What follows belongs to an exercise in optimizing a design on an open flow for small area; a production flow would make more cautious choices.
Function was not checked in any run shown here: the RTL went through the layout flow alone.

==> flow/design.v (outline; a module is shown in full before it is edited, if it fits) <==
// module cube_map_face_select_unit: 1795 lines
// module cmfs_top: 33 lines
module cmfs_top (
	input  logic        clk,
	input  logic        arst_n,
	input  logic        start,
	output logic        busy,
	input  logic [15:0] dir_x,
	input  logic [15:0] dir_y,
	input  logic [15:0] dir_z,
	output logic        done,
	output logic [2:0]  face,
	output logic [12:0] coord_u,
	output logic [12:0] coord_v,
	output logic        zero_vector
);
  // ...
==> flow/run.sh <==
#!/bin/bash
# synth_recipe.tcl (not shown) runs the flow's synth.tcl, then flattens the netlist and writes it again
# the make line also repeats each setting of config.mk as NAME=value (left out here)
make -C /OpenROAD-flow-scripts/flow DESIGN_CONFIG=/design/flow/config.mk WORK_HOME=/design/flow/orfs CLKGATE_MAP_FILE= SYNTH_SCRIPT=/design/flow/synth_recipe.tcl finish
==> flow/config.mk <==
export PLATFORM = sky130hd
export DESIGN_NAME = cmfs_top
export DESIGN_NICKNAME = cmfs_top
export VERILOG_FILES = /design/flow/design.v
export SDC_FILE = /design/flow/constraint.sdc
export NUM_CORES = 4
export LEC_CHECK = 0
export CAP_MARGIN = 20
export CORE_MARGIN = 2
export CORE_UTILIZATION = 40
export SLEW_MARGIN = 20
==> flow/constraint.sdc <==
create_clock -name core_clock -period 4.5 [get_ports {clk}]
set_input_delay 0.9000 -clock core_clock [delete_from_list [all_inputs] [get_ports {clk}]]
set_output_delay 0.9000 -clock core_clock [all_outputs]
set_load 0.01 [all_outputs]
==> impl_metrics.csv, run 1 <==
group,metric,value,unit
final_layout,final_cell_area,38400,µm²
global_route,grt_pass1_vias,22292,
die,fp.coreArea,72800,µm²
timing,max_freq,0.208,GHz
clock_tree,post_cts_buffers,14,
global_route,grt_max_degree,27,
timing,clock_skew,0.0221,ns
clock_tree,cts_buffers,47,
setup_path,crit_end,"u_unit.rv_2r[13]",
drt,drtIter0Drc,893,
timing,setup_viol,18,
timing,whs,0.322,ns
final_layout,n_fill_cell,6558,
run_status,so_faults,"negative setup slack",
placement,dpl.cell_count,4379,
final_layout,fin_cells,4548,
yosys,synthXorXnorAreaFrac,17.9,%
global_route,use_met1,24.4,%
setup_path,reg2reg_from,"u_unit.m_0r[1]",
yosys,synth_fa_ha_area_share,23.4,%
global_route,grt_pass1_wl,116,mm
yosys,synth_seq_cells,442,
yosys,synthTopCellsByCount,"dfxtp_1 (435), xnor2_1 (387), ha_1 (368)",
final_layout,multiInputGateArea,20500,µm²
yosys,synth_compound_area_share,13.3,%
die,die_area,75600,µm²
timing,setup_slack,-0.303,ns
run_status,status,"failed layout checks",
final_layout,buf_share,13.0,%
final_layout,clkCellAreaFrac,4.53,%
placement,placed_cell_area,34800,µm²
yosys,yosys.area_share.simple,9.04,%
global_route,globalRouteMet2Util,34.6,%
placement,post-dp-hpwl,60.8,mm
placement,gp_congestion,0.889,
global_route,gr-max-usage-layer,"met2",
drt,vias_per_cell,4.93,
min_path,min_path_type,"flop to flop",
timing,worst_slew_pin_slew,0.734,ns
setup_path,worstPathRequired,4.98,ns
==> inputs of run 2 (changes only) <==
--- a/flow/design.v
+++ b/flow/design.v
@@ -150,30 +150,6 @@
 	assign fv_0   = fv_c;
 	assign ru_0   = cu_c[14:0];
 	assign rv_0   = cv_c[14:0];
-	logic        vld_0r;
-	logic        zero_0r;
-	logic        equ_0r;
-	logic        eqv_0r;
-	logic [2:0] face_0r;
-	logic [15:0] m_0r;
-	logic        fu_0r;
-	logic        fv_0r;
-	logic [14:0] ru_0r, rv_0r;
-	always_ff @(posedge clk or negedge arst_n) begin
-		if (!arst_n) vld_0r <= 1'b0;
-		else         vld_0r <= vld_0;
-	end
-	always_ff @(posedge clk) begin
-		zero_0r <= zero_0;
-		equ_0r <= equ_0;
-		eqv_0r <= eqv_0;
-		face_0r <= face_0;
-		m_0r <= m_0;
-		fu_0r <= fu_0;
-		fv_0r <= fv_0;
-		ru_0r <= ru_0;
-		rv_0r <= rv_0;
-	end
 	logic        vld_1;
 	logic        zero_1;
 	logic        equ_1;
@@ -183,20 +159,44 @@
 	logic        fu_1;
 	logic        fv_1;
 	logic [14:0] ru_1, rv_1;
-	assign vld_1 = vld_0r;
-	assign zero_1 = zero_0r;
-	assign equ_1 = equ_0r;
-	assign eqv_1 = eqv_0r;
-	assign face_1 = face_0r;
-	assign m_1 = m_0r;
-	assign fu_1 = fu_0r;
-	assign fv_1 = fv_0r;
+	assign vld_1 = vld_0;
+	assign zero_1 = zero_0;
+	assign equ_1 = equ_0;
+	assign eqv_1 = eqv_0;
+	assign face_1 = face_0;
+	assign m_1 = m_0;
+	assign fu_1 = fu_0;
+	assign fv_1 = fv_0;
 	logic [15:0] su_1;
-	assign su_1 = {ru_0r, 1'b0} + ~m_0r + 16'(!fu_0r);
+	assign su_1 = {ru_0, 1'b0} + ~m_0 + 16'(!fu_0);
 	assign ru_1 = su_1[15:1];
 	logic [15:0] sv_1;
-	assign sv_1 = {rv_0r, 1'b0} + ~m_0r + 16'(!fv_0r);
+	assign sv_1 = {rv_0, 1'b0} + ~m_0 + 16'(!fv_0);
 	assign rv_1 = sv_1[15:1];
+	logic        vld_1r;
+	logic        zero_1r;
+	logic        equ_1r;
+	logic        eqv_1r;
+	logic [2:0] face_1r;
+	logic [15:0] m_1r;
+	logic        fu_1r;
+	logic        fv_1r;
+	logic [14:0] ru_1r, rv_1r;
+	always_ff @(posedge clk or negedge arst_n) begin
+		if (!arst_n) vld_1r <= 1'b0;
+		else         vld_1r <= vld_1;
+	end
+	always_ff @(posedge clk) begin
+		zero_1r <= zero_1;
+		equ_1r <= equ_1;
+		eqv_1r <= eqv_1;
+		face_1r <= face_1;
+		m_1r <= m_1;
+		fu_1r <= fu_1;
+		fv_1r <= fv_1;
+		ru_1r <= ru_1;
+		rv_1r <= rv_1;
+	end
 	logic        vld_2;
 	logic        zero_2;
 	logic        equ_2;
@@ -207,20 +207,20 @@
 	logic        fv_2;
 	logic [14:0] ru_2, rv_2;
 	logic [10:10] qu_2, qv_2;
-	assign vld_2 = vld_1;
-	assign zero_2 = zero_1;
-	assign equ_2 = equ_1;
-	assign eqv_2 = eqv_1;
-	assign face_2 = face_1;
-	assign m_2 = m_1;
-	assign fu_2 = fu_1;
-	assign fv_2 = fv_1;
+	assign vld_2 = vld_1r;
+	assign zero_2 = zero_1r;
+	assign equ_2 = equ_1r;
+	assign eqv_2 = eqv_1r;
+	assign face_2 = face_1r;
+	assign m_2 = m_1r;
+	assign fu_2 = fu_1r;
+	assign fv_2 = fv_1r;
 	logic hu_2;
 	logic [15:0] su_2;
-	assign hu_2 = ru_1[14];
-	assign qu_2 = !(hu_2 ^ fu_1);
-	wire [15:0] au_2 = {ru_1[13:0], m_1[0] ^ fu_1, fu_1};
-	wire [15:0] bu_2 = m_1 ^ {16{!hu_2}};
+	assign hu_2 = ru_1r[14];
+	assign qu_2 = !(hu_2 ^ fu_1r);
+	wire [15:0] au_2 = {ru_1r[13:0], m_1r[0] ^ fu_1r, fu_1r};
+	wire [15:0] bu_2 = m_1r ^ {16{!hu_2}};
 	wire [15:0] pu_2 = au_2 ^ bu_2;
 	wire [15:0] gu_2 = au_2 & bu_2;
 	wire tu_2_1_g = gu_2[0] | (pu_2[0] & !hu_2);
@@ -281,10 +281,10 @@
 	assign ru_2 = su_2[15:1];
 	logic hv_2;
 	logic [15:0] sv_2;
-	assign hv_2 = rv_1[14];
-	assign qv_2 = !(hv_2 ^ fv_1);
-	wire [15:0] av_2 = {rv_1[13:0], m_1[0] ^ fv_1, fv_1};
-	wire [15:0] bv_2 = m_1 ^ {16{!hv_2}};
+	assign hv_2 = rv_1r[14];
+	assign qv_2 = !(hv_2 ^ fv_1r);
+	wire [15:0] av_2 = {rv_1r[13:0], m_1r[0] ^ fv_1r, fv_1r};
+	wire [15:0] bv_2 = m_1r ^ {16{!hv_2}};
 	wire [15:0] pv_2 = av_2 ^ bv_2;
 	wire [15:0] gv_2 = av_2 & bv_2;
 	wire tv_2_27_g = gv_2[0] | (pv_2[0] & !hv_2);
@@ -343,36 +343,6 @@
 	assign cv_2[15] = tv_2_41_g;
 	assign sv_2 = pv_2 ^ cv_2;
 	assign rv_2 = sv_2[15:1];
-	logic        vld_2r;
-	logic        zero_2r;
-	logic        equ_2r;
-	logic        eqv_2r;
-	logic [2:0] face_2r;
-	logic [15:0] m_2r;
-	logic        fu_2r;
-	logic        fv_2r;
-	logic [14:0] ru_2r, rv_2r;
-	logic [10:10] qu_2r, qv_2r;
-	logic        su_2r, sv_2r;   
-	always_ff @(posedge clk or negedge arst_n) begin
-		if (!arst_n) vld_2r <= 1'b0;
-		else         vld_2r <= vld_2;
-	end
-	always_ff @(posedge clk) begin
-		zero_2r <= zero_2;
-		equ_2r <= equ_2;
-		eqv_2r <= eqv_2;
-		face_2r <= face_2;
-		m_2r <= m_2;
-		fu_2r <= fu_2;
-		fv_2r <= fv_2;
-		ru_2r <= ru_2;
-		rv_2r <= rv_2;
-		qu_2r <= qu_2;
-		qv_2r <= qv_2;
-		su_2r <= !ru_2[14];
-		sv_2r <= !rv_2[14];
-	end
 	logic        vld_3;
 	logic        zero_3;
 	logic        equ_3;
@@ -383,23 +353,23 @@
 	logic        fv_3;
 	logic [14:0] ru_3, rv_3;
 	logic [10:9] qu_3, qv_3;
-	assign vld_3 = vld_2r;
-	assign zero_3 = zero_2r;
-	assign equ_3 = equ_2r;
-	assign eqv_3 = eqv_2r;
-	assign face_3 = face_2r;
-	assign m_3 = m_2r;
-	assign fu_3 = fu_2r;
-	assign fv_3 = fv_2r;
+	assign vld_3 = vld_2;
+	assign zero_3 = zero_2;
+	assign equ_3 = equ_2;
+	assign eqv_3 = eqv_2;
+	assign face_3 = face_2;
+	assign m_3 = m_2;
+	assign fu_3 = fu_2;
+	assign fv_3 = fv_2;
 	logic hu_3;
 	logic [15:0] su_3;
-	assign hu_3 = ru_2r[14];
-	assign qu_3 = {qu_2r, !(hu_3 ^ fu_2r)};
-	wire [15:0] au_3 = {ru_2r[13:0], m_2r[0] ^ fu_2r, fu_2r};
-	wire [15:0] bu_3 = m_2r ^ {{8{su_2r}}, {8{!hu_3}}};
+	assign hu_3 = ru_2[14];
+	assign qu_3 = {qu_2, !(hu_3 ^ fu_2)};
+	wire [15:0] au_3 = {ru_2[13:0], m_2[0] ^ fu_2, fu_2};
+	wire [15:0] bu_3 = m_2 ^ {16{!hu_3}};
 	wire [15:0] pu_3 = au_3 ^ bu_3;
 	wire [15:0] gu_3 = au_3 & bu_3;
-	wire tu_3_53_g = gu_3[0] | (pu_3[0] & su_2r);
+	wire tu_3_53_g = gu_3[0] | (pu_3[0] & !hu_3);
 	wire tu_3_54_g = gu_3[2] | (pu_3[2] & gu_3[1]);
 	wire tu_3_54_p = pu_3[2] & pu_3[1];
 	wire tu_3_55_g = gu_3[4] | (pu_3[4] & gu_3[3]);
@@ -437,7 +407,7 @@
 	wire tu_3_77_g = gu_3[11] | (pu_3[11] & tu_3_68_g);
 	wire tu_3_78_g = gu_3[13] | (pu_3[13] & tu_3_71_g);
 	wire [15:0] cu_3;
-	assign cu_3[0] = su_2r;
+	assign cu_3[0] = !hu_3;
 	assign cu_3[1] = tu_3_53_g;
 	assign cu_3[2] = tu_3_72_g;
 	assign cu_3[3] = tu_3_61_g;
@@ -457,13 +427,13 @@
 	assign ru_3 = su_3[15:1];
 	logic hv_3;
 	logic [15:0] sv_3;
-	assign hv_3 = rv_2r[14];
-	assign qv_3 = {qv_2r, !(hv_3 ^ fv_2r)};
-	wire [15:0] av_3 = {rv_2r[13:0], m_2r[0] ^ fv_2r, fv_2r};
-	wire [15:0] bv_3 = m_2r ^ {{8{sv_2r}}, {8{!hv_3}}};
+	assign hv_3 = rv_2[14];
+	assign qv_3 = {qv_2, !(hv_3 ^ fv_2)};
+	wire [15:0] av_3 = {rv_2[13:0], m_2[0] ^ fv_2, fv_2};
+	wire [15:0] bv_3 = m_2 ^ {16{!hv_3}};
 	wire [15:0] pv_3 = av_3 ^ bv_3;
 	wire [15:0] gv_3 = av_3 & bv_3;
-	wire tv_3_79_g = gv_3[0] | (pv_3[0] & sv_2r);
+	wire tv_3_79_g = gv_3[0] | (pv_3[0] & !hv_3);
 	wire tv_3_80_g = gv_3[2] | (pv_3[2] & gv_3[1]);
 	wire tv_3_80_p = pv_3[2] & pv_3[1];
 	wire tv_3_81_g = gv_3[4] | (pv_3[4] & gv_3[3]);
@@ -501,7 +471,7 @@
 	wire tv_3_103_g = gv_3[11] | (pv_3[11] & tv_3_94_g);
 	wire tv_3_104_g = gv_3[13] | (pv_3[13] & tv_3_97_g);
 	wire [15:0] cv_3;
-	assign cv_3[0] = sv_2r;
+	assign cv_3[0] = !hv_3;
 	assign cv_3[1] = tv_3_79_g;
 	assign cv_3[2] = tv_3_98_g;
 	assign cv_3[3] = tv_3_87_g;
@@ -519,6 +489,33 @@
 	assign cv_3[15] = tv_3_93_g;
 	assign sv_3 = pv_3 ^ cv_3;
 	assign rv_3 = sv_3[15:1];
+	logic        vld_3r;
+	logic        zero_3r;
+	logic        equ_3r;
+	logic        eqv_3r;
+	logic [2:0] face_3r;
+	logic [15:0] m_3r;
+	logic        fu_3r;
+	logic        fv_3r;
+	logic [14:0] ru_3r, rv_3r;
+	logic [10:9] qu_3r, qv_3r;
+	always_ff @(posedge clk or negedge arst_n) begin
+		if (!arst_n) vld_3r <= 1'b0;
+		else         vld_3r <= vld_3;
+	end
+	always_ff @(posedge clk) begin
+		zero_3r <= zero_3;
+		equ_3r <= equ_3;
+		eqv_3r <= eqv_3;
+		face_3r <= face_3;
+		m_3r <= m_3;
+		fu_3r <= fu_3;
+		fv_3r <= fv_3;
+		ru_3r <= ru_3;
+		rv_3r <= rv_3;
+		qu_3r <= qu_3;
+		qv_3r <= qv_3;
+	end
 	logic        vld_4;
 	logic        zero_4;
 	logic        equ_4;
@@ -529,20 +526,20 @@
 	logic        fv_4;
 	logic [14:0] ru_4, rv_4;
 	logic [10:8] qu_4, qv_4;
-	assign vld_4 = vld_3;
-	assign zero_4 = zero_3;
-	assign equ_4 = equ_3;
-	assign eqv_4 = eqv_3;
-	assign face_4 = face_3;
-	assign m_4 = m_3;
-	assign fu_4 = fu_3;
-	assign fv_4 = fv_3;
+	assign vld_4 = vld_3r;
+	assign zero_4 = zero_3r;
+	assign equ_4 = equ_3r;
+	assign eqv_4 = eqv_3r;
+	assign face_4 = face_3r;
+	assign m_4 = m_3r;
+	assign fu_4 = fu_3r;
+	assign fv_4 = fv_3r;
 	logic hu_4;
 	logic [15:0] su_4;
-	assign hu_4 = ru_3[14];
-	assign qu_4 = {qu_3, !(hu_4 ^ fu_3)};
-	wire [15:0] au_4 = {ru_3[13:0], m_3[0] ^ fu_3, fu_3};
-	wire [15:0] bu_4 = m_3 ^ {16{!hu_4}};
+	assign hu_4 = ru_3r[14];
+	assign qu_4 = {qu_3r, !(hu_4 ^ fu_3r)};
+	wire [15:0] au_4 = {ru_3r[13:0], m_3r[0] ^ fu_3r, fu_3r};
+	wire [15:0] bu_4 = m_3r ^ {16{!hu_4}};
 	wire [15:0] pu_4 = au_4 ^ bu_4;
 	wire [15:0] gu_4 = au_4 & bu_4;
 	wire tu_4_105_g = gu_4[0] | (pu_4[0] & !hu_4);
@@ -603,10 +600,10 @@
 	assign ru_4 = su_4[15:1];
 	logic hv_4;
 	logic [15:0] sv_4;
-	assign hv_4 = rv_3[14];
-	assign qv_4 = {qv_3, !(hv_4 ^ fv_3)};
-	wire [15:0] av_4 = {rv_3[13:0], m_3[0] ^ fv_3, fv_3};
-	wire [15:0] bv_4 = m_3 ^ {16{!hv_4}};
+	assign hv_4 = rv_3r[14];
+	assign qv_4 = {qv_3r, !(hv_4 ^ fv_3r)};
+	wire [15:0] av_4 = {rv_3r[13:0], m_3r[0] ^ fv_3r, fv_3r};
+	wire [15:0] bv_4 = m_3r ^ {16{!hv_4}};
 	wire [15:0] pv_4 = av_4 ^ bv_4;
 	wire [15:0] gv_4 = av_4 & bv_4;
 	wire tv_4_131_g = gv_4[0] | (pv_4[0] & !hv_4);
@@ -665,36 +662,6 @@
 	assign cv_4[15] = tv_4_145_g;
 	assign sv_4 = pv_4 ^ cv_4;
 	assign rv_4 = sv_4[15:1];
-	logic        vld_4r;
-	logic        zero_4r;
-	logic        equ_4r;
-	logic        eqv_4r;
-	logic [2:0] face_4r;
-	logic [15:0] m_4r;
-	logic        fu_4r;
-	logic        fv_4r;
-	logic [14:0] ru_4r, rv_4r;
-	logic [10:8] qu_4r, qv_4r;
-	logic        su_4r, sv_4r;   
-	always_ff @(posedge clk or negedge arst_n) begin
-		if (!arst_n) vld_4r <= 1'b0;
-		else         vld_4r <= vld_4;
-	end
-	always_ff @(posedge clk) begin
-		zero_4r <= zero_4;
-		equ_4r <= equ_4;
-		eqv_4r <= eqv_4;
-		face_4r <= face_4;
-		m_4r <= m_4;
-		fu_4r <= fu_4;
-		fv_4r <= fv_4;
-		ru_4r <= ru_4;
-		rv_4r <= rv_4;
-		qu_4r <= qu_4;
-		qv_4r <= qv_4;
-		su_4r <= !ru_4[14];
-		sv_4r <= !rv_4[14];
-	end
 	logic        vld_5;
 	logic        zero_5;
 	logic        equ_5;
@@ -705,23 +672,23 @@
 	logic        fv_5;
 	logic [14:0] ru_5, rv_5;
 	logic [10:7] qu_5, qv_5;
-	assign vld_5 = vld_4r;
-	assign zero_5 = zero_4r;
-	assign equ_5 = equ_4r;
-	assign eqv_5 = eqv_4r;
-	assign face_5 = face_4r;
-	assign m_5 = m_4r;
-	assign fu_5 = fu_4r;
-	assign fv_5 = fv_4r;
+	assign vld_5 = vld_4;
+	assign zero_5 = zero_4;
+	assign equ_5 = equ_4;
+	assign eqv_5 = eqv_4;
+	assign face_5 = face_4;
+	assign m_5 = m_4;
+	assign fu_5 = fu_4;
+	assign fv_5 = fv_4;
 	logic hu_5;
 	logic [15:0] su_5;
-	assign hu_5 = ru_4r[14];
-	assign qu_5 = {qu_4r, !(hu_5 ^ fu_4r)};
-	wire [15:0] au_5 = {ru_4r[13:0], m_4r[0] ^ fu_4r, fu_4r};
-	wire [15:0] bu_5 = m_4r ^ {{8{su_4r}}, {8{!hu_5}}};
+	assign hu_5 = ru_4[14];
+	assign qu_5 = {qu_4, !(hu_5 ^ fu_4)};
+	wire [15:0] au_5 = {ru_4[13:0], m_4[0] ^ fu_4, fu_4};
+	wire [15:0] bu_5 = m_4 ^ {16{!hu_5}};
 	wire [15:0] pu_5 = au_5 ^ bu_5;
 	wire [15:0] gu_5 = au_5 & bu_5;
-	wire tu_5_157_g = gu_5[0] | (pu_5[0] & su_4r);
+	wire tu_5_157_g = gu_5[0] | (pu_5[0] & !hu_5);
 	wire tu_5_158_g = gu_5[2] | (pu_5[2] & gu_5[1]);
 	wire tu_5_158_p = pu_5[2] & pu_5[1];
 	wire tu_5_159_g = gu_5[4] | (pu_5[4] & gu_5[3]);
@@ -759,7 +726,7 @@
 	wire tu_5_181_g = gu_5[11] | (pu_5[11] & tu_5_172_g);
 	wire tu_5_182_g = gu_5[13] | (pu_5[13] & tu_5_175_g);
 	wire [15:0] cu_5;
-	assign cu_5[0] = su_4r;
+	assign cu_5[0] = !hu_5;
 	assign cu_5[1] = tu_5_157_g;
 	assign cu_5[2] = tu_5_176_g;
 	assign cu_5[3] = tu_5_165_g;
@@ -779,13 +746,13 @@
 	assign ru_5 = su_5[15:1];
 	logic hv_5;
 	logic [15:0] sv_5;
-	assign hv_5 = rv_4r[14];
-	assign qv_5 = {qv_4r, !(hv_5 ^ fv_4r)};
-	wire [15:0] av_5 = {rv_4r[13:0], m_4r[0] ^ fv_4r, fv_4r};
-	wire [15:0] bv_5 = m_4r ^ {{8{sv_4r}}, {8{!hv_5}}};
+	assign hv_5 = rv_4[14];
+	assign qv_5 = {qv_4, !(hv_5 ^ fv_4)};
+	wire [15:0] av_5 = {rv_4[13:0], m_4[0] ^ fv_4, fv_4};
+	wire [15:0] bv_5 = m_4 ^ {16{!hv_5}};
 	wire [15:0] pv_5 = av_5 ^ bv_5;
 	wire [15:0] gv_5 = av_5 & bv_5;
-	wire tv_5_183_g = gv_5[0] | (pv_5[0] & sv_4r);
+	wire tv_5_183_g = gv_5[0] | (pv_5[0] & !hv_5);
 	wire tv_5_184_g = gv_5[2] | (pv_5[2] & gv_5[1]);
 	wire tv_5_184_p = pv_5[2] & pv_5[1];
 	wire tv_5_185_g = gv_5[4] | (pv_5[4] & gv_5[3]);
@@ -823,7 +790,7 @@
 	wire tv_5_207_g = gv_5[11] | (pv_5[11] & tv_5_198_g);
 	wire tv_5_208_g = gv_5[13] | (pv_5[13] & tv_5_201_g);
 	wire [15:0] cv_5;
-	assign cv_5[0] = sv_4r;
+	assign cv_5[0] = !hv_5;
 	assign cv_5[1] = tv_5_183_g;
 	assign cv_5[2] = tv_5_202_g;
 	assign cv_5[3] = tv_5_191_g;
@@ -841,6 +808,33 @@
 	assign cv_5[15] = tv_5_197_g;
 	assign sv_5 = pv_5 ^ cv_5;
 	assign rv_5 = sv_5[15:1];
+	logic        vld_5r;
+	logic        zero_5r;
+	logic        equ_5r;
+	logic        eqv_5r;
+	logic [2:0] face_5r;
+	logic [15:0] m_5r;
+	logic        fu_5r;
+	logic        fv_5r;
+	logic [14:0] ru_5r, rv_5r;
+	logic [10:7] qu_5r, qv_5r;
+	always_ff @(posedge clk or negedge arst_n) begin
+		if (!arst_n) vld_5r <= 1'b0;
+		else         vld_5r <= vld_5;
+	end
+	always_ff @(posedge clk) begin
+		zero_5r <= zero_5;
+		equ_5r <= equ_5;
+		eqv_5r <= eqv_5;
+		face_5r <= face_5;
+		m_5r <= m_5;
+		fu_5r <= fu_5;
+		fv_5r <= fv_5;
+		ru_5r <= ru_5;
+		rv_5r <= rv_5;
+		qu_5r <= qu_5;
+		qv_5r <= qv_5;
+	end
 	logic        vld_6;
 	logic        zero_6;
 	logic        equ_6;
@@ -851,20 +845,20 @@
 	logic        fv_6;
 	logic [14:0] ru_6, rv_6;
 	logic [10:6] qu_6, qv_6;
-	assign vld_6 = vld_5;
-	assign zero_6 = zero_5;
-	assign equ_6 = equ_5;
-	assign eqv_6 = eqv_5;
-	assign face_6 = face_5;
-	assign m_6 = m_5;
-	assign fu_6 = fu_5;
-	assign fv_6 = fv_5;
+	assign vld_6 = vld_5r;
+	assign zero_6 = zero_5r;
+	assign equ_6 = equ_5r;
+	assign eqv_6 = eqv_5r;
+	assign face_6 = face_5r;
+	assign m_6 = m_5r;
+	assign fu_6 = fu_5r;
+	assign fv_6 = fv_5r;
 	logic hu_6;
 	logic [15:0] su_6;
-	assign hu_6 = ru_5[14];
-	assign qu_6 = {qu_5, !(hu_6 ^ fu_5)};
-	wire [15:0] au_6 = {ru_5[13:0], m_5[0] ^ fu_5, fu_5};
-	wire [15:0] bu_6 = m_5 ^ {16{!hu_6}};
+	assign hu_6 = ru_5r[14];
+	assign qu_6 = {qu_5r, !(hu_6 ^ fu_5r)};
+	wire [15:0] au_6 = {ru_5r[13:0], m_5r[0] ^ fu_5r, fu_5r};
+	wire [15:0] bu_6 = m_5r ^ {16{!hu_6}};
 	wire [15:0] pu_6 = au_6 ^ bu_6;
 	wire [15:0] gu_6 = au_6 & bu_6;
 	wire tu_6_209_g = gu_6[0] | (pu_6[0] & !hu_6);
@@ -925,10 +919,10 @@
 	assign ru_6 = su_6[15:1];
 	logic hv_6;
 	logic [15:0] sv_6;
-	assign hv_6 = rv_5[14];
-	assign qv_6 = {qv_5, !(hv_6 ^ fv_5)};
-	wire [15:0] av_6 = {rv_5[13:0], m_5[0] ^ fv_5, fv_5};
-	wire [15:0] bv_6 = m_5 ^ {16{!hv_6}};
+	assign hv_6 = rv_5r[14];
+	assign qv_6 = {qv_5r, !(hv_6 ^ fv_5r)};
+	wire [15:0] av_6 = {rv_5r[13:0], m_5r[0] ^ fv_5r, fv_5r};
+	wire [15:0] bv_6 = m_5r ^ {16{!hv_6}};
 	wire [15:0] pv_6 = av_6 ^ bv_6;
 	wire [15:0] gv_6 = av_6 & bv_6;
 	wire tv_6_235_g = gv_6[0] | (pv_6[0] & !hv_6);
@@ -987,36 +981,6 @@
 	assign cv_6[15] = tv_6_249_g;
 	assign sv_6 = pv_6 ^ cv_6;
 	assign rv_6 = sv_6[15:1];
-	logic        vld_6r;
-	logic        zero_6r;
-	logic        equ_6r;
-	logic        eqv_6r;
-	logic [2:0] face_6r;
-	logic [15:0] m_6r;
-	logic        fu_6r;
-	logic        fv_6r;
-	logic [14:0] ru_6r, rv_6r;
-	logic [10:6] qu_6r, qv_6r;
-	logic        su_6r, sv_6r;   
-	always_ff @(posedge clk or negedge arst_n) begin
-		if (!arst_n) vld_6r <= 1'b0;
-		else         vld_6r <= vld_6;
-	end
-	always_ff @(posedge clk) begin
-		zero_6r <= zero_6;
-		equ_6r <= equ_6;
-		eqv_6r <= eqv_6;
-		face_6r <= face_6;
-		m_6r <= m_6;
-		fu_6r <= fu_6;
-		fv_6r <= fv_6;
-		ru_6r <= ru_6;
-		rv_6r <= rv_6;
-		qu_6r <= qu_6;
-		qv_6r <= qv_6;
-		su_6r <= !ru_6[14];
-		sv_6r <= !rv_6[14];
-	end
 	logic        vld_7;
 	logic        zero_7;
 	logic        equ_7;
@@ -1027,23 +991,23 @@
 	logic        fv_7;
 	logic [14:0] ru_7, rv_7;
 	logic [10:5] qu_7, qv_7;
-	assign vld_7 = vld_6r;
-	assign zero_7 = zero_6r;
-	assign equ_7 = equ_6r;
-	assign eqv_7 = eqv_6r;
-	assign face_7 = face_6r;
-	assign m_7 = m_6r;
-	assign fu_7 = fu_6r;
-	assign fv_7 = fv_6r;
+	assign vld_7 = vld_6;
+	assign zero_7 = zero_6;
+	assign equ_7 = equ_6;
+	assign eqv_7 = eqv_6;
+	assign face_7 = face_6;
+	assign m_7 = m_6;
+	assign fu_7 = fu_6;
+	assign fv_7 = fv_6;
 	logic hu_7;
 	logic [15:0] su_7;
-	assign hu_7 = ru_6r[14];
-	assign qu_7 = {qu_6r, !(hu_7 ^ fu_6r)};
-	wire [15:0] au_7 = {ru_6r[13:0], m_6r[0] ^ fu_6r, fu_6r};
-	wire [15:0] bu_7 = m_6r ^ {{8{su_6r}}, {8{!hu_7}}};
+	assign hu_7 = ru_6[14];
+	assign qu_7 = {qu_6, !(hu_7 ^ fu_6)};
+	wire [15:0] au_7 = {ru_6[13:0], m_6[0] ^ fu_6, fu_6};
+	wire [15:0] bu_7 = m_6 ^ {16{!hu_7}};
 	wire [15:0] pu_7 = au_7 ^ bu_7;
 	wire [15:0] gu_7 = au_7 & bu_7;
-	wire tu_7_261_g = gu_7[0] | (pu_7[0] & su_6r);
+	wire tu_7_261_g = gu_7[0] | (pu_7[0] & !hu_7);
 	wire tu_7_262_g = gu_7[2] | (pu_7[2] & gu_7[1]);
 	wire tu_7_262_p = pu_7[2] & pu_7[1];
 	wire tu_7_263_g = gu_7[4] | (pu_7[4] & gu_7[3]);
@@ -1081,7 +1045,7 @@
 	wire tu_7_285_g = gu_7[11] | (pu_7[11] & tu_7_276_g);
 	wire tu_7_286_g = gu_7[13] | (pu_7[13] & tu_7_279_g);
 	wire [15:0] cu_7;
-	assign cu_7[0] = su_6r;
+	assign cu_7[0] = !hu_7;
 	assign cu_7[1] = tu_7_261_g;
 	assign cu_7[2] = tu_7_280_g;
 	assign cu_7[3] = tu_7_269_g;
@@ -1101,13 +1065,13 @@
 	assign ru_7 = su_7[15:1];
 	logic hv_7;
 	logic [15:0] sv_7;
-	assign hv_7 = rv_6r[14];
-	assign qv_7 = {qv_6r, !(hv_7 ^ fv_6r)};
-	wire [15:0] av_7 = {rv_6r[13:0], m_6r[0] ^ fv_6r, fv_6r};
-	wire [15:0] bv_7 = m_6r ^ {{8{sv_6r}}, {8{!hv_7}}};
+	assign hv_7 = rv_6[14];
+	assign qv_7 = {qv_6, !(hv_7 ^ fv_6)};
+	wire [15:0] av_7 = {rv_6[13:0], m_6[0] ^ fv_6, fv_6};
+	wire [15:0] bv_7 = m_6 ^ {16{!hv_7}};
 	wire [15:0] pv_7 = av_7 ^ bv_7;
 	wire [15:0] gv_7 = av_7 & bv_7;
-	wire tv_7_287_g = gv_7[0] | (pv_7[0] & sv_6r);
+	wire tv_7_287_g = gv_7[0] | (pv_7[0] & !hv_7);
 	wire tv_7_288_g = gv_7[2] | (pv_7[2] & gv_7[1]);
 	wire tv_7_288_p = pv_7[2] & pv_7[1];
 	wire tv_7_289_g = gv_7[4] | (pv_7[4] & gv_7[3]);
@@ -1145,7 +1109,7 @@
 	wire tv_7_311_g = gv_7[11] | (pv_7[11] & tv_7_302_g);
 	wire tv_7_312_g = gv_7[13] | (pv_7[13] & tv_7_305_g);
 	wire [15:0] cv_7;
-	assign cv_7[0] = sv_6r;
+	assign cv_7[0] = !hv_7;
 	assign cv_7[1] = tv_7_287_g;
 	assign cv_7[2] = tv_7_306_g;
 	assign cv_7[3] = tv_7_295_g;
@@ -1163,6 +1127,33 @@
 	assign cv_7[15] = tv_7_301_g;
 	assign sv_7 = pv_7 ^ cv_7;
 	assign rv_7 = sv_7[15:1];
+	logic        vld_7r;
+	logic        zero_7r;
+	logic        equ_7r;
+	logic        eqv_7r;
+	logic [2:0] face_7r;
+	logic [15:0] m_7r;
+	logic        fu_7r;
+	logic        fv_7r;
+	logic [14:0] ru_7r, rv_7r;
+	logic [10:5] qu_7r, qv_7r;
+	always_ff @(posedge clk or negedge arst_n) begin
+		if (!arst_n) vld_7r <= 1'b0;
+		else         vld_7r <= vld_7;
+	end
+	always_ff @(posedge clk) begin
+		zero_7r <= zero_7;
+		equ_7r <= equ_7;
+		eqv_7r <= eqv_7;
+		face_7r <= face_7;
+		m_7r <= m_7;
+		fu_7r <= fu_7;
+		fv_7r <= fv_7;
+		ru_7r <= ru_7;
+		rv_7r <= rv_7;
+		qu_7r <= qu_7;
+		qv_7r <= qv_7;
+	end
 	logic        vld_8;
 	logic        zero_8;
 	logic        equ_8;
@@ -1173,20 +1164,20 @@
 	logic        fv_8;
 	logic [14:0] ru_8, rv_8;
 	logic [10:4] qu_8, qv_8;
-	assign vld_8 = vld_7;
-	assign zero_8 = zero_7;
-	assign equ_8 = equ_7;
-	assign eqv_8 = eqv_7;
-	assign face_8 = face_7;
-	assign m_8 = m_7;
-	assign fu_8 = fu_7;
-	assign fv_8 = fv_7;
+	assign vld_8 = vld_7r;
+	assign zero_8 = zero_7r;
+	assign equ_8 = equ_7r;
+	assign eqv_8 = eqv_7r;
+	assign face_8 = face_7r;
+	assign m_8 = m_7r;
+	assign fu_8 = fu_7r;
+	assign fv_8 = fv_7r;
 	logic hu_8;
 	logic [15:0] su_8;
-	assign hu_8 = ru_7[14];
-	assign qu_8 = {qu_7, !(hu_8 ^ fu_7)};
-	wire [15:0] au_8 = {ru_7[13:0], m_7[0] ^ fu_7, fu_7};
-	wire [15:0] bu_8 = m_7 ^ {16{!hu_8}};
+	assign hu_8 = ru_7r[14];
+	assign qu_8 = {qu_7r, !(hu_8 ^ fu_7r)};
+	wire [15:0] au_8 = {ru_7r[13:0], m_7r[0] ^ fu_7r, fu_7r};
+	wire [15:0] bu_8 = m_7r ^ {16{!hu_8}};
 	wire [15:0] pu_8 = au_8 ^ bu_8;
 	wire [15:0] gu_8 = au_8 & bu_8;
 	wire tu_8_313_g = gu_8[0] | (pu_8[0] & !hu_8);
@@ -1247,10 +1238,10 @@
 	assign ru_8 = su_8[15:1];
 	logic hv_8;
 	logic [15:0] sv_8;
-	assign hv_8 = rv_7[14];
-	assign qv_8 = {qv_7, !(hv_8 ^ fv_7)};
-	wire [15:0] av_8 = {rv_7[13:0], m_7[0] ^ fv_7, fv_7};
-	wire [15:0] bv_8 = m_7 ^ {16{!hv_8}};
+	assign hv_8 = rv_7r[14];
+	assign qv_8 = {qv_7r, !(hv_8 ^ fv_7r)};
+	wire [15:0] av_8 = {rv_7r[13:0], m_7r[0] ^ fv_7r, fv_7r};
+	wire [15:0] bv_8 = m_7r ^ {16{!hv_8}};
 	wire [15:0] pv_8 = av_8 ^ bv_8;
 	wire [15:0] gv_8 = av_8 & bv_8;
 	wire tv_8_339_g = gv_8[0] | (pv_8[0] & !hv_8);
@@ -1309,36 +1300,6 @@
 	assign cv_8[15] = tv_8_353_g;
 	assign sv_8 = pv_8 ^ cv_8;
 	assign rv_8 = sv_8[15:1];
-	logic        vld_8r;
-	logic        zero_8r;
-	logic        equ_8r;
-	logic        eqv_8r;
-	logic [2:0] face_8r;
-	logic [15:0] m_8r;
-	logic        fu_8r;
-	logic        fv_8r;
-	logic [14:0] ru_8r, rv_8r;
-	logic [10:4] qu_8r, qv_8r;
-	logic        su_8r, sv_8r;   
-	always_ff @(posedge clk or negedge arst_n) begin
-		if (!arst_n) vld_8r <= 1'b0;
-		else         vld_8r <= vld_8;
-	end
-	always_ff @(posedge clk) begin
-		zero_8r <= zero_8;
-		equ_8r <= equ_8;
-		eqv_8r <= eqv_8;
-		face_8r <= face_8;
-		m_8r <= m_8;
-		fu_8r <= fu_8;
-		fv_8r <= fv_8;
-		ru_8r <= ru_8;
-		rv_8r <= rv_8;
-		qu_8r <= qu_8;
-		qv_8r <= qv_8;
-		su_8r <= !ru_8[14];
-		sv_8r <= !rv_8[14];
-	end
 	logic        vld_9;
 	logic        zero_9;
 	logic        equ_9;
@@ -1349,23 +1310,23 @@
 	logic        fv_9;
 	logic [14:0] ru_9, rv_9;
 	logic [10:3] qu_9, qv_9;
-	assign vld_9 = vld_8r;
-	assign zero_9 = zero_8r;
-	assign equ_9 = equ_8r;
-	assign eqv_9 = eqv_8r;
-	assign face_9 = face_8r;
-	assign m_9 = m_8r;
-	assign fu_9 = fu_8r;
-	assign fv_9 = fv_8r;
+	assign vld_9 = vld_8;
+	assign zero_9 = zero_8;
+	assign equ_9 = equ_8;
+	assign eqv_9 = eqv_8;
+	assign face_9 = face_8;
+	assign m_9 = m_8;
+	assign fu_9 = fu_8;
+	assign fv_9 = fv_8;
 	logic hu_9;
 	logic [15:0] su_9;
-	assign hu_9 = ru_8r[14];
-	assign qu_9 = {qu_8r, !(hu_9 ^ fu_8r)};
-	wire [15:0] au_9 = {ru_8r[13:0], m_8r[0] ^ fu_8r, fu_8r};
-	wire [15:0] bu_9 = m_8r ^ {{8{su_8r}}, {8{!hu_9}}};
+	assign hu_9 = ru_8[14];
+	assign qu_9 = {qu_8, !(hu_9 ^ fu_8)};
+	wire [15:0] au_9 = {ru_8[13:0], m_8[0] ^ fu_8, fu_8};
+	wire [15:0] bu_9 = m_8 ^ {16{!hu_9}};
 	wire [15:0] pu_9 = au_9 ^ bu_9;
 	wire [15:0] gu_9 = au_9 & bu_9;
-	wire tu_9_365_g = gu_9[0] | (pu_9[0] & su_8r);
+	wire tu_9_365_g = gu_9[0] | (pu_9[0] & !hu_9);
 	wire tu_9_366_g = gu_9[2] | (pu_9[2] & gu_9[1]);
 	wire tu_9_366_p = pu_9[2] & pu_9[1];
 	wire tu_9_367_g = gu_9[4] | (pu_9[4] & gu_9[3]);
@@ -1403,7 +1364,7 @@
 	wire tu_9_389_g = gu_9[11] | (pu_9[11] & tu_9_380_g);
 	wire tu_9_390_g = gu_9[13] | (pu_9[13] & tu_9_383_g);
 	wire [15:0] cu_9;
-	assign cu_9[0] = su_8r;
+	assign cu_9[0] = !hu_9;
 	assign cu_9[1] = tu_9_365_g;
 	assign cu_9[2] = tu_9_384_g;
 	assign cu_9[3] = tu_9_373_g;
@@ -1423,13 +1384,13 @@
 	assign ru_9 = su_9[15:1];
 	logic hv_9;
 	logic [15:0] sv_9;
-	assign hv_9 = rv_8r[14];
-	assign qv_9 = {qv_8r, !(hv_9 ^ fv_8r)};
-	wire [15:0] av_9 = {rv_8r[13:0], m_8r[0] ^ fv_8r, fv_8r};
-	wire [15:0] bv_9 = m_8r ^ {{8{sv_8r}}, {8{!hv_9}}};
+	assign hv_9 = rv_8[14];
+	assign qv_9 = {qv_8, !(hv_9 ^ fv_8)};
+	wire [15:0] av_9 = {rv_8[13:0], m_8[0] ^ fv_8, fv_8};
+	wire [15:0] bv_9 = m_8 ^ {16{!hv_9}};
 	wire [15:0] pv_9 = av_9 ^ bv_9;
 	wire [15:0] gv_9 = av_9 & bv_9;
-	wire tv_9_391_g = gv_9[0] | (pv_9[0] & sv_8r);
+	wire tv_9_391_g = gv_9[0] | (pv_9[0] & !hv_9);
 	wire tv_9_392_g = gv_9[2] | (pv_9[2] & gv_9[1]);
 	wire tv_9_392_p = pv_9[2] & pv_9[1];
 	wire tv_9_393_g = gv_9[4] | (pv_9[4] & gv_9[3]);
@@ -1467,7 +1428,7 @@
 	wire tv_9_415_g = gv_9[11] | (pv_9[11] & tv_9_406_g);
 	wire tv_9_416_g = gv_9[13] | (pv_9[13] & tv_9_409_g);
 	wire [15:0] cv_9;
-	assign cv_9[0] = sv_8r;
+	assign cv_9[0] = !hv_9;
 	assign cv_9[1] = tv_9_391_g;
 	assign cv_9[2] = tv_9_410_g;
 	assign cv_9[3] = tv_9_399_g;
@@ -1485,6 +1446,33 @@
 	assign cv_9[15] = tv_9_405_g;
 	assign sv_9 = pv_9 ^ cv_9;
 	assign rv_9 = sv_9[15:1];
+	logic        vld_9r;
+	logic        zero_9r;
+	logic        equ_9r;
+	logic        eqv_9r;
+	logic [2:0] face_9r;
+	logic [15:0] m_9r;
+	logic        fu_9r;
+	logic        fv_9r;
+	logic [14:0] ru_9r, rv_9r;
+	logic [10:3] qu_9r, qv_9r;
+	always_ff @(posedge clk or negedge arst_n) begin
+		if (!arst_n) vld_9r <= 1'b0;
+		else         vld_9r <= vld_9;
+	end
+	always_ff @(posedge clk) begin
+		zero_9r <= zero_9;
+		equ_9r <= equ_9;
+		eqv_9r <= eqv_9;
+		face_9r <= face_9;
+		m_9r <= m_9;
+		fu_9r <= fu_9;
+		fv_9r <= fv_9;
+		ru_9r <= ru_9;
+		rv_9r <= rv_9;
+		qu_9r <= qu_9;
+		qv_9r <= qv_9;
+	end
 	logic        vld_10;
 	logic        zero_10;
 	logic        equ_10;
@@ -1495,20 +1483,20 @@
 	logic        fv_10;
 	logic [14:0] ru_10, rv_10;
 	logic [10:2] qu_10, qv_10;
-	assign vld_10 = vld_9;
-	assign zero_10 = zero_9;
-	assign equ_10 = equ_9;
-	assign eqv_10 = eqv_9;
-	assign face_10 = face_9;
-	assign m_10 = m_9;
-	assign fu_10 = fu_9;
-	assign fv_10 = fv_9;
+	assign vld_10 = vld_9r;
+	assign zero_10 = zero_9r;
+	assign equ_10 = equ_9r;
+	assign eqv_10 = eqv_9r;
+	assign face_10 = face_9r;
+	assign m_10 = m_9r;
+	assign fu_10 = fu_9r;
+	assign fv_10 = fv_9r;
 	logic hu_10;
 	logic [15:0] su_10;
-	assign hu_10 = ru_9[14];
-	assign qu_10 = {qu_9, !(hu_10 ^ fu_9)};
-	wire [15:0] au_10 = {ru_9[13:0], m_9[0] ^ fu_9, fu_9};
-	wire [15:0] bu_10 = m_9 ^ {16{!hu_10}};
+	assign hu_10 = ru_9r[14];
+	assign qu_10 = {qu_9r, !(hu_10 ^ fu_9r)};
+	wire [15:0] au_10 = {ru_9r[13:0], m_9r[0] ^ fu_9r, fu_9r};
+	wire [15:0] bu_10 = m_9r ^ {16{!hu_10}};
 	wire [15:0] pu_10 = au_10 ^ bu_10;
 	wire [15:0] gu_10 = au_10 & bu_10;
 	wire tu_10_417_g = gu_10[0] | (pu_10[0] & !hu_10);
@@ -1569,10 +1557,10 @@
 	assign ru_10 = su_10[15:1];
 	logic hv_10;
 	logic [15:0] sv_10;
-	assign hv_10 = rv_9[14];
-	assign qv_10 = {qv_9, !(hv_10 ^ fv_9)};
-	wire [15:0] av_10 = {rv_9[13:0], m_9[0] ^ fv_9, fv_9};
-	wire [15:0] bv_10 = m_9 ^ {16{!hv_10}};
+	assign hv_10 = rv_9r[14];
+	assign qv_10 = {qv_9r, !(hv_10 ^ fv_9r)};
+	wire [15:0] av_10 = {rv_9r[13:0], m_9r[0] ^ fv_9r, fv_9r};
+	wire [15:0] bv_10 = m_9r ^ {16{!hv_10}};
 	wire [15:0] pv_10 = av_10 ^ bv_10;
 	wire [15:0] gv_10 = av_10 & bv_10;
 	wire tv_10_443_g = gv_10[0] | (pv_10[0] & !hv_10);
@@ -1631,36 +1619,6 @@
 	assign cv_10[15] = tv_10_457_g;
 	assign sv_10 = pv_10 ^ cv_10;
 	assign rv_10 = sv_10[15:1];
-	logic        vld_10r;
-	logic        zero_10r;
-	logic        equ_10r;
-	logic        eqv_10r;
-	logic [2:0] face_10r;
-	logic [15:0] m_10r;
-	logic        fu_10r;
-	logic        fv_10r;
-	logic [14:0] ru_10r, rv_10r;
-	logic [10:2] qu_10r, qv_10r;
-	logic        su_10r, sv_10r;   
-	always_ff @(posedge clk or negedge arst_n) begin
-		if (!arst_n) vld_10r <= 1'b0;
-		else         vld_10r <= vld_10;
-	end
-	always_ff @(posedge clk) begin
-		zero_10r <= zero_10;
-		equ_10r <= equ_10;
-		eqv_10r <= eqv_10;
-		face_10r <= face_10;
-		m_10r <= m_10;
-		fu_10r <= fu_10;
-		fv_10r <= fv_10;
-		ru_10r <= ru_10;
-		rv_10r <= rv_10;
-		qu_10r <= qu_10;
-		qv_10r <= qv_10;
-		su_10r <= !ru_10[14];
-		sv_10r <= !rv_10[14];
-	end
 	logic        vld_11;
 	logic        zero_11;
 	logic        equ_11;
@@ -1671,23 +1629,23 @@
 	logic        fv_11;
 	logic [14:0] ru_11, rv_11;
 	logic [10:1] qu_11, qv_11;
-	assign vld_11 = vld_10r;
-	assign zero_11 = zero_10r;
-	assign equ_11 = equ_10r;
-	assign eqv_11 = eqv_10r;
-	assign face_11 = face_10r;
-	assign m_11 = m_10r;
-	assign fu_11 = fu_10r;
-	assign fv_11 = fv_10r;
+	assign vld_11 = vld_10;
+	assign zero_11 = zero_10;
+	assign equ_11 = equ_10;
+	assign eqv_11 = eqv_10;
+	assign face_11 = face_10;
+	assign m_11 = m_10;
+	assign fu_11 = fu_10;
+	assign fv_11 = fv_10;
 	logic hu_11;
 	logic [15:0] su_11;
-	assign hu_11 = ru_10r[14];
-	assign qu_11 = {qu_10r, !(hu_11 ^ fu_10r)};
-	wire [15:0] au_11 = {ru_10r[13:0], m_10r[0] ^ fu_10r, fu_10r};
-	wire [15:0] bu_11 = m_10r ^ {{8{su_10r}}, {8{!hu_11}}};
+	assign hu_11 = ru_10[14];
+	assign qu_11 = {qu_10, !(hu_11 ^ fu_10)};
+	wire [15:0] au_11 = {ru_10[13:0], m_10[0] ^ fu_10, fu_10};
+	wire [15:0] bu_11 = m_10 ^ {16{!hu_11}};
 	wire [15:0] pu_11 = au_11 ^ bu_11;
 	wire [15:0] gu_11 = au_11 & bu_11;
-	wire tu_11_469_g = gu_11[0] | (pu_11[0] & su_10r);
+	wire tu_11_469_g = gu_11[0] | (pu_11[0] & !hu_11);
 	wire tu_11_470_g = gu_11[2] | (pu_11[2] & gu_11[1]);
 	wire tu_11_470_p = pu_11[2] & pu_11[1];
 	wire tu_11_471_g = gu_11[4] | (pu_11[4] & gu_11[3]);
@@ -1725,7 +1683,7 @@
 	wire tu_11_493_g = gu_11[11] | (pu_11[11] & tu_11_484_g);
 	wire tu_11_494_g = gu_11[13] | (pu_11[13] & tu_11_487_g);
 	wire [15:0] cu_11;
-	assign cu_11[0] = su_10r;
+	assign cu_11[0] = !hu_11;
 	assign cu_11[1] = tu_11_469_g;
 	assign cu_11[2] = tu_11_488_g;
 	assign cu_11[3] = tu_11_477_g;
@@ -1745,13 +1703,13 @@
 	assign ru_11 = su_11[15:1];
 	logic hv_11;
 	logic [15:0] sv_11;
-	assign hv_11 = rv_10r[14];
-	assign qv_11 = {qv_10r, !(hv_11 ^ fv_10r)};
-	wire [15:0] av_11 = {rv_10r[13:0], m_10r[0] ^ fv_10r, fv_10r};
-	wire [15:0] bv_11 = m_10r ^ {{8{sv_10r}}, {8{!hv_11}}};
+	assign hv_11 = rv_10[14];
+	assign qv_11 = {qv_10, !(hv_11 ^ fv_10)};
+	wire [15:0] av_11 = {rv_10[13:0], m_10[0] ^ fv_10, fv_10};
+	wire [15:0] bv_11 = m_10 ^ {16{!hv_11}};
 	wire [15:0] pv_11 = av_11 ^ bv_11;
 	wire [15:0] gv_11 = av_11 & bv_11;
-	wire tv_11_495_g = gv_11[0] | (pv_11[0] & sv_10r);
+	wire tv_11_495_g = gv_11[0] | (pv_11[0] & !hv_11);
 	wire tv_11_496_g = gv_11[2] | (pv_11[2] & gv_11[1]);
 	wire tv_11_496_p = pv_11[2] & pv_11[1];
 	wire tv_11_497_g = gv_11[4] | (pv_11[4] & gv_11[3]);
@@ -1789,7 +1747,7 @@
 	wire tv_11_519_g = gv_11[11] | (pv_11[11] & tv_11_510_g);
 	wire tv_11_520_g = gv_11[13] | (pv_11[13] & tv_11_513_g);
 	wire [15:0] cv_11;
-	assign cv_11[0] = sv_10r;
+	assign cv_11[0] = !hv_11;
 	assign cv_11[1] = tv_11_495_g;
 	assign cv_11[2] = tv_11_514_g;
 	assign cv_11[3] = tv_11_503_g;
--- a/flow/config.mk
+++ b/flow/config.mk
@@ -5,6 +5,7 @@
 export SDC_FILE = /design/flow/constraint.sdc
 export NUM_CORES = 4
 export LEC_CHECK = 0
+export ABC_AREA = 1
 export CAP_MARGIN = 20
 export CORE_MARGIN = 2
 export CORE_UTILIZATION = 40
==> impl_metrics.csv, run 2 <==
group,metric,value,unit
global_route,grt_pass1_wl,110,mm
drt,antenna_left,0,
placement,gp_congestion,0.961,
timing,worst_slew_pin_slew,0.718,ns
flow_run,drv_cap,0,
final_layout,multiInputGateArea,18400,µm²
placement,placed_cell_area,30600,µm²
placement,post-dp-hpwl,56.4,mm
global_route,antenna_found_initial,0,
drt,dr.pass1.iters,5,
drt,wire_per_inst,15.3,µm
min_path,min_path_type,"flop to flop",
final_layout,fin_nets,4082,
timing,rsz0062_at_grt,"true",
timing,hold_viol,0,
final_layout,n_antenna_cell,0,
drt,drc,0,
drt,route.vias.total,21565,
timing,slew_headroom,51.8,%
final_layout,ff_latch_area,7420,µm²
yosys,synthArstFlopShare,1.63,%
global_route,grt_pass1_vias,21758,
run_status,status,"failed layout checks",
final_layout,final_cell_area,33100,µm²
global_route,grt_overflow,0,
clock_tree,cts.reportedPaths.clkPinSlew,0.06,ns
global_route,grt_max_degree,33,
final_layout,syn2layout_area_growth,21.9,%
setup_path,path_class,"flop to output port",
final_layout,drive_above_1_share,16.0,%
yosys,synth_edf_count,0,
yosys,postSynthAreaPerCell,8.43,µm²
yosys,synthTopCellsByCount,"nand2_1 (522), inv_1 (435), dfxtp_1 (361)",
die,die_w,265,µm
clock_tree,cts_buffers,44,
run_status,so_faults,"negative setup slack",
die,num_rows,95,
timing,clock_skew,0.0197,ns
timing,setup_slack,-0.565,ns
setup_path,start_kind,"flop",
die,initial_core_util,40.5,%
drt,wl,68.6,mm
yosys,synth_area_leaders,"dfxtp_1 (27%), ha_1 (16%), xnor2_1 (8.7%)",
yosys,yosysWarnings,4,
timing,min_period,5.06,ns
die,ioPinCount,83,
setup_path,worstPathRequired,3.60,ns
yosys,synthDominantCellAreaShare,26.6,%
die,die_area,70000,µm²
clock_tree,clockBufferDepth,3,
yosys,yosysSeqAreaShare,27.2,%
setup_path,critical_path_peak_fanout,7,
yosys,synth.most_common_cell,"nand2_1",
final_layout,final_common_cell,"nand2_1",
die,die_height,265,µm
timing,post-route-period-util,113,%
clock_tree,cts_tree,"yes",
drt,drtIter0Drc,856,
timing,whs,0.318,ns
final_layout,final_cell_mix,"nand2_1 (508), inv_1 (432), ha_1 (350)",
drt,vias_per_cell,4.82,
yosys,synth_largest_area_cell,"dfxtp_1",
yosys,synth_cells,3223,
yosys,ys_types,48,
yosys,syn_area,27200,µm²
yosys,synth_flop_cell,"dfxtp_1",
setup_path,cp-end-kind,"output port",
yosys,synth_seq_cells,367,
clock_tree,cts.sinks,367,
timing,setup_viol,2,
final_layout,n_fill_cell,6363,
timing,max_freq,0.197,GHz
clock_tree,cts_root_buf,"clkbuf_16",
die,fp.coreArea,67200,µm²
timing,maxSlewViolCount,0,
clock_tree,cts_hold_buf,0,
placement,io_buffer_count,81,
clock_tree,htreeDepth,2,
global_route,track_usage,19.7,%
setup_path,arrival,4.16,ns
yosys,synthesis.nets,3742,
clock_tree,clock_latency,0.59,ns
## run 2: cell families (layout without fill, tap and decap cells)
logic type,count (synthesis),in the layout,share of synthesized area (%)
DFF,367,367,27.2
buffers and inverters,499,874,7.17
AOI/OAI and AO/OA,379,379,8.30
adders and majority gates,468,468,24.6
other,1,1,0.0138
and+or+nand+nor,987,987,15.8
xor gates and xnor gates,522,522,16.9
## run 2: final timing paths
kind | startpoint | endpoint | slack [ns] | depth (start not counted)
min in group asynchronous | arst_n | u_unit.vld_5r | 0.56 | 1
setup / recovery | u_unit.ru_9r[14] | coord_u[0] | -0.56 | 24
hold / removal | u_unit.face_3r[0] | u_unit.face_5r[0] | 0.32 | 0
setup reg to reg | u_unit.ay[15] | u_unit.ru_1r[11] | 0.28 | 25
max in group asynchronous | arst_n | u_unit.vld_a | 3.73 | 1
hold reg to reg | u_unit.face_3r[0] | u_unit.face_5r[0] | 0.32 | 0
## run 2: cell type report
type | instances | area share [%]
clock buffers | 59 | 3.77
clock inverters | 22 | 0.824
inverters | 445 | 5.06
multi-input cells | 2357 | 55.7
flip-flops and latches | 367 | 22.4
well taps | 873 | 3.30
repair buffers | 348 | 8.97
## run 2: timing repair
| action | in CTS | in global routing |
|---|---|---|
| setup endpoints to repair | 7 | 47 |
| gates resized for setup | 60 | 125 |
| setup buffers | 29 | 19 |
| pin swaps | 47 | 56 |
| gates cloned | 0 | 0 |
## run 2: through the flow
stage	cells	util (%)	setup TNS, ns	setup WS [ns]
4_1_cts	4452	48.4	-0.966	-0.490
5_1_grt	4471	49.3	-1.56	-0.745
2_1_floorplan	3223	-	-0.0171	-0.0171
6_report	4471	49.3	-1.02	-0.565
3_5_place_dp	4345	45.5	-1.09	-0.478
3_3_place_gp	4345	45.5	-0.885	-0.394
## run 2: critical path: stages (launching register included)
cell      delay (ns)
dfxtp_4         0.36
buf_12          0.14
xnor2_2         0.12
ha_1            0.32
a21oi_2         0.18
nor2_2          0.06
a211oi_2        0.23
o31ai_4         0.13
buf_6           0.14
nand2_4         0.05
nand2_1         0.05
nand2_1         0.09
and2_4          0.21
buf_4           0.13
xor2_1          0.14
ha_1            0.27
a21oi_2         0.15
nor2_1          0.06
a211oi_1        0.24
nand2_1         0.11
nand2_2         0.10
nand3_2         0.07
nand2_1         0.05
nor2_1          0.04
buf_2           0.13
## run 2: routing by layer
layer  global-route usage, %  share of wire (%)  up-vias
met5                       0                  0        -
met4                    10.7                5.8        0
met3                    2.27                2.6      178
met1                    20.0                 38     9968
met2                    39.0                 54      323
li1                        -                  -    11096

static timing again, ports no longer ideal:
In the flow no input, the clock included, has a driving cell. The finished layouts below were timed again as built, in two steps.
Step 1 assumes that a clkbuf_16 drives the clock port and a buf_2 every other input.
Step 2 also shifts input and output timing later by t, the mid clock arrival at the registers, as if the neighbouring blocks saw the same clock.
Slacks: no drivers / after step 1 / after step 2; pairs: no drivers / after step 1.
run | t (ns) | setup WS [ns] | latest minus earliest clock arrival (ns)
run 1 | 0.643 | -0.303 / -0.303 / -0.303 | 0.025 / 0.025
run 2 | 0.637 | -0.565 / -0.625 / 0.013 | 0.021 / 0.021
